This design comes from an exercise in tuning for small area on the open sky130 flow, not from production work. The RTL was checked by simulation tests, not by an equivalence proof against the original design.

// game_core
module game_core #(
    parameter int NUM_METEORS   = 5,
    parameter int FIRE_COOLDOWN = 30,
    parameter int INVINC_FRAMES = 60
) (
    input  logic                      clk,
    input  logic                      reset_n,
    input  logic                      frame_tick,
    input  logic                      btn_up,
    input  logic                      btn_down,
    input  logic                      btn_left,
    input  logic                      btn_right,
    input  logic                      btn_fire,
    input  logic                      btn_restart,
    input  logic [23*NUM_METEORS-1:0] meteors,
    output logic [9:0]                ship_x,
    output logic [9:0]                ship_y,
    output logic [1:0]                ship_facing,
    output logic [9:0]                bullet_x,
    output logic [9:0]                bullet_y,
    output logic                      bullet_active,
    output logic [NUM_METEORS-1:0]    meteor_alive,
    output logic [15:0]               score,
    output logic [2:0]                ship_hp,
    output logic                      game_over
);
    logic [4:0]  cooldown;
    logic [5:0]  invinc;
    logic [14:0] score_q;                  
    logic [2:0]  pend;                     
    logic [1:0]  hlost [NUM_METEORS];      
    assign game_over = ~|ship_hp;
    wire ft      = frame_tick;
    wire play    = ft & ~game_over;
    wire restart = ft & game_over & btn_restart;
    wire [4:0] w = {pend[2], pend[1] | (pend[2] & pend[0]), pend[2] ^ pend[0],
                    pend[1], pend[0]};        
  ...
For scale: roughly 1100 cells after synthesis, about 85 flip-flops, ~190 I/O pins.
clock: 10.0 ns
lec_check: 0
cap_margin: 20
core_margin: 2
core_utilization: 60
cts_buf_list: sky130_fd_sc_hd__clkbuf_4 sky130_fd_sc_hd__clkbuf_8
cts_cluster_size: 30
slew_margin: 20
synth_hierarchical: 1
synth_minimum_keep_size: 0
standard.sh (not shown) runs the stock make flow with config.mk's settings and CLKGATE_MAP_FILE= SYNTH_SCRIPT=/design/flow/synth_recipe.tcl, a recipe that flattens the netlist after the stock synthesis.
==> flow/flow/run.sh <==
#!/bin/bash
# The standard layout (standard.sh, standard synthesis unchanged) with three changes:
# the port buffers use the smallest buffer cell; after floorplanning every
# combinational cell starts at its smallest size (later repair steps upsize as needed);
# the clock tree uses no dummy loads and larger sink clusters.
export BUFFER_PORTS_ARGS="-buffer_cell sky130_fd_sc_hd__buf_1"
export POST_FLOORPLAN_TCL="$PWD/flow/downsize.tcl"
export CTS_ARGS="-sink_clustering_enable -repair_clock_nets -dont_use_dummy_load -buf_list sky130_fd_sc_hd__clkbuf_8 -root_buf sky130_fd_sc_hd__clkbuf_8 -sink_clustering_size 40 -sink_clustering_max_diameter 300 -sink_clustering_levels 1"
bash standard.sh > standard.log 2>&1
Other scripts of this flow, unchanged in this note and not shown: flow/flow/downsize.tcl
==> next run, changes <==
==> flow/flow/run.sh (replaced) <==
#!/bin/bash
# The standard layout (standard.sh, standard synthesis unchanged) with two changes:
# the port buffers use the smallest buffer cell, and after floorplanning every
# combinational cell starts at its smallest size (later repair steps upsize as needed).
export BUFFER_PORTS_ARGS="-buffer_cell sky130_fd_sc_hd__buf_1"
export POST_FLOORPLAN_TCL="$PWD/flow/downsize.tcl"
bash standard.sh > standard.log 2>&1
--- a/flow/config.mk
+++ b/flow/config.mk
@@ -8,7 +8,6 @@
 export CAP_MARGIN = 20
 export CORE_MARGIN = 2
-export CORE_UTILIZATION = 60
-export CTS_BUF_LIST = sky130_fd_sc_hd__clkbuf_4 sky130_fd_sc_hd__clkbuf_8
-export CTS_CLUSTER_SIZE = 30
+export CORE_UTILIZATION = 40
+export CTS_BUF_LIST = sky130_fd_sc_hd__clkbuf_8
 export SLEW_MARGIN = 20
 export SYNTH_HIERARCHICAL = 1
The new run went through all stages and came out clean.
Global-route usage goes down by 8.9 points.
Design area increases by 1.8%.
Worst hold slack gets worse by 12 ps.
Setup slack is better by 6.5 ps.
==> next run, changes <==
==> flow/flow/run.sh (replaced) <==
#!/bin/bash
# The standard layout (standard.sh, standard synthesis unchanged) with three changes:
# the port buffers use the smallest buffer cell; after floorplanning every
# combinational cell starts at its smallest size (later repair steps upsize as needed);
# the clock tree uses no dummy loads and larger sink clusters.
export BUFFER_PORTS_ARGS="-buffer_cell sky130_fd_sc_hd__buf_1"
export POST_FLOORPLAN_TCL="$PWD/flow/downsize.tcl"
export CTS_ARGS="-sink_clustering_enable -repair_clock_nets -dont_use_dummy_load -buf_list sky130_fd_sc_hd__clkbuf_8 -sink_clustering_size 30"
bash standard.sh > standard.log 2>&1
--- a/flow/config.mk
+++ b/flow/config.mk
@@ -8,6 +8,6 @@
 export CAP_MARGIN = 20
 export CORE_MARGIN = 2
-export CORE_UTILIZATION = 40
-export CTS_BUF_LIST = sky130_fd_sc_hd__clkbuf_8
+export CORE_UTILIZATION = 60
+export GPL_TIMING_DRIVEN = 0
 export SLEW_MARGIN = 20
 export SYNTH_HIERARCHICAL = 1
Result: The changed run finished clean. Non-clock buffer count climbs by 37. Via count stays flat. Setup slack loses 430 ps. Synthesized area stays the same.

* * *

run C:
game_core, a different RTL version from the one above (not shown whole).
For scale: about 980 cells after synthesis, about 190 I/O pins, about 11,000 µm² of cells after synthesis.
Settings: LEC_CHECK=0, CAP_MARGIN=20, CORE_MARGIN=2, CORE_UTILIZATION=60, CTS_BUF_LIST=sky130_fd_sc_hd__clkbuf_8, CTS_CLUSTER_DIAMETER=300, CTS_CLUSTER_SIZE=40, SLEW_MARGIN=20, SYNTH_HIERARCHICAL=1, SYNTH_MINIMUM_KEEP_SIZE=0; clock period 10.0 ns.
==> flow/flow/run.sh <==
#!/bin/bash
# The standard layout (standard.sh, standard synthesis unchanged) with three changes:
# the port buffers use the smallest buffer cell; after floorplanning every
# combinational cell starts at its smallest size (later repair steps upsize as needed);
# the clock tree uses larger sink clusters.
export BUFFER_PORTS_ARGS="-buffer_cell sky130_fd_sc_hd__buf_1"
export POST_FLOORPLAN_TCL="$PWD/flow/downsize.tcl"
bash standard.sh > standard.log 2>&1
Other scripts of this flow, unchanged in this note and not shown: flow/flow/downsize.tcl
Relative to run C, the following input files were edited for run M:
diff --git a/flow/flow/run.sh b/flow/flow/run.sh
--- a/flow/flow/run.sh
+++ b/flow/flow/run.sh
@@ -5 +5 @@
-# the clock tree uses larger sink clusters.
+# the clock tree uses no dummy loads and larger sink clusters.
@@ -7,0 +8 @@
+export CTS_ARGS="-sink_clustering_enable -repair_clock_nets -dont_use_dummy_load -buf_list sky130_fd_sc_hd__clkbuf_8 -sink_clustering_size 30"
diff --git a/flow/config.mk b/flow/config.mk
--- a/flow/config.mk
+++ b/flow/config.mk
@@ -10,4 +10,3 @@
-export CORE_UTILIZATION = 60
-export CTS_BUF_LIST = sky130_fd_sc_hd__clkbuf_8
-export CTS_CLUSTER_DIAMETER = 300
-export CTS_CLUSTER_SIZE = 40
+export CORE_UTILIZATION = 75
+export CTS_BUF_LIST = sky130_fd_sc_hd__clkbuf_4 sky130_fd_sc_hd__clkbuf_8
+export CTS_CLUSTER_SIZE = 30
Findings:
- Compared with run C, run M shows a period utilization that is 0.19 points higher.
- Delta (run M minus run C): hold-critical path depth higher; clock-pin slew on the worst setup and hold paths lower.
- Summary of the comparison: area of the die is lower in run M, relative to run C.
- The count of clock-buffer cells in the layout of run M is lower than that of run C.
- Diff run C..run M | final hold slack | negligible

* * *

Setup of job 4743:
Another version of the RTL of game_core (not shown whole).
For scale: roughly 190 I/O pins.
Settings: LEC_CHECK=0, CAP_MARGIN=20, CORE_MARGIN=2, CORE_UTILIZATION=60, CTS_BUF_LIST=sky130_fd_sc_hd__clkbuf_4 sky130_fd_sc_hd__clkbuf_8, CTS_CLUSTER_SIZE=30, SLEW_MARGIN=20, SYNTH_HIERARCHICAL=1, SYNTH_MINIMUM_KEEP_SIZE=0; clock period 10.0 ns.
==> flow/flow/run.sh <==
#!/bin/bash
# The standard layout (standard.sh, standard synthesis unchanged) with three changes:
# the port buffers use the smallest buffer cell; after floorplanning every
# combinational cell starts at its smallest size (later repair steps upsize as needed);
# the clock tree uses no dummy loads and larger sink clusters.
export BUFFER_PORTS_ARGS="-buffer_cell sky130_fd_sc_hd__buf_1"
export POST_FLOORPLAN_TCL="$PWD/flow/downsize.tcl"
export CTS_ARGS="-sink_clustering_enable -repair_clock_nets -dont_use_dummy_load -buf_list sky130_fd_sc_hd__clkbuf_8 -sink_clustering_size 50 -sink_clustering_max_diameter 500"
bash standard.sh > standard.log 2>&1
Other scripts of this flow, unchanged in this note and not shown: flow/flow/downsize.tcl
Input changes introduced in job 1125 (baseline for comparison: job 4743):
-- flow/flow/run.sh --
<<< job 4743, line 7
export POST_FLOORPLAN_TCL="$PWD/flow/downsize.tcl"
export CTS_ARGS="-sink_clustering_enable -repair_clock_nets -dont_use_dummy_load -buf_list sky130_fd_sc_hd__clkbuf_8 -sink_clustering_size 50 -sink_clustering_max_diameter 500"
bash standard.sh > standard.log 2>&1
>>> job 1125, line 7
export POST_FLOORPLAN_TCL="$PWD/flow/downsize.tcl"
export CTS_ARGS="-sink_clustering_enable -repair_clock_nets -dont_use_dummy_load -buf_list sky130_fd_sc_hd__clkbuf_8 -sink_clustering_size 30"
bash standard.sh > standard.log 2>&1
==> comparison <==
From job 4743 to job 1125, number of cells produced by synthesis did not move at all. Job 4743 -> job 1125: final design utilization delta 0, exact match. Job 4743 -> job 1125: non-clock buffer count delta 0, exact match. Comparing job 1125 against job 4743, there is no change at all in summed instance area of the synthesized netlist. Diff job 4743 -> job 1125: count of routing violations after the opening detailed-route iteration flat; amount of wire on met2 after detailed routing neither gained nor lost much; wire length of the first global-routing pass held. From job 4743 to job 1125, final routed DRC violation total did not move at all. Number of max-capacitance violations reported came out exactly the same in job 4743 and job 1125. As far as die footprint goes, job 4743 and job 1125 are indistinguishable; the numbers are identical.
[inputs] job 6091 vs job 1125
-- flow/flow/run.sh --
<<< job 1125, line 7
export POST_FLOORPLAN_TCL="$PWD/flow/downsize.tcl"
export CTS_ARGS="-sink_clustering_enable -repair_clock_nets -dont_use_dummy_load -buf_list sky130_fd_sc_hd__clkbuf_8 -sink_clustering_size 30"
bash standard.sh > standard.log 2>&1
>>> job 6091, line 7
export POST_FLOORPLAN_TCL="$PWD/flow/downsize.tcl"
export CTS_ARGS="-sink_clustering_enable -repair_clock_nets -dont_use_dummy_load -root_buf sky130_fd_sc_hd__clkbuf_8 -buf_list sky130_fd_sc_hd__clkbuf_4"
bash standard.sh > standard.log 2>&1
Notes after the runs:
- Diff job 1125..job 6091 | post-detailed-routing wire length | unchanged
- Highest clock frequency the design can meet: job 6091 vs job 1125 identical
- Synthesized cell count came out exactly the same in job 6091 and job 1125.
- From job 6091 to job 1125, die area did not move at all.
- Reported for job 6091 and job 1125, clock skew turned out identical to the last digit.
- Number of buffers on the longest clock path came out exactly the same in job 6091 and job 1125.
- The part of the cycle the worst path needs was comparable across job 6091 and job 1125.
- Number of gates given a new drive strength after cts came out exactly the same in job 6091 and job 1125.

-- port drivers added, routing unchanged --
The flow's constraints put no driver on any port. The routed layouts listed below were extracted and timed again, unchanged, in two steps.
Step 1: set_driving_cell puts a clkbuf_16 on clk and a buf_2 on each other input, an assumption about the parent block.
Step 2 times the ports against the registers' clock, not the clock port: input delays grow and output delays shrink by t, the midpoint of the rising clock arrivals with the driver on.
Three values: ideal, step 1, step 2; two values: the first two.
| run | t (ns) | setup WS [ns] | worst slew at a driven data input, ns | pins driven straight from the clock port |
|---|---|---|---|---|
| the first run of note 1 | 0.396 | 0.997 / 1.016 / 0.620 | 0.07 | 1 |
| the second run of note 1 | 0.400 | 1.004 / 1.019 / 0.618 | 0.08 | 1 |
| the third run of note 1 | 0.407 | 0.570 / 0.589 / 0.182 | 0.08 | 1 |
| run C | 0.383 | 1.314 / 1.329 / 0.946 | 0.07 | 1 |
| run M | 0.377 | 1.295 / 1.306 / 0.929 | 0.06 | 1 |
| job 4743 | 0.417 | 1.256 / 1.279 / 0.861 | 0.07 | 1 |
| job 1125 | 0.417 | 1.256 / 1.279 / 0.861 | 0.07 | 1 |
| job 6091 | 0.417 | 1.256 / 1.279 / 0.861 | 0.07 | 1 |
After both steps setup and hold are still met in every run listed.
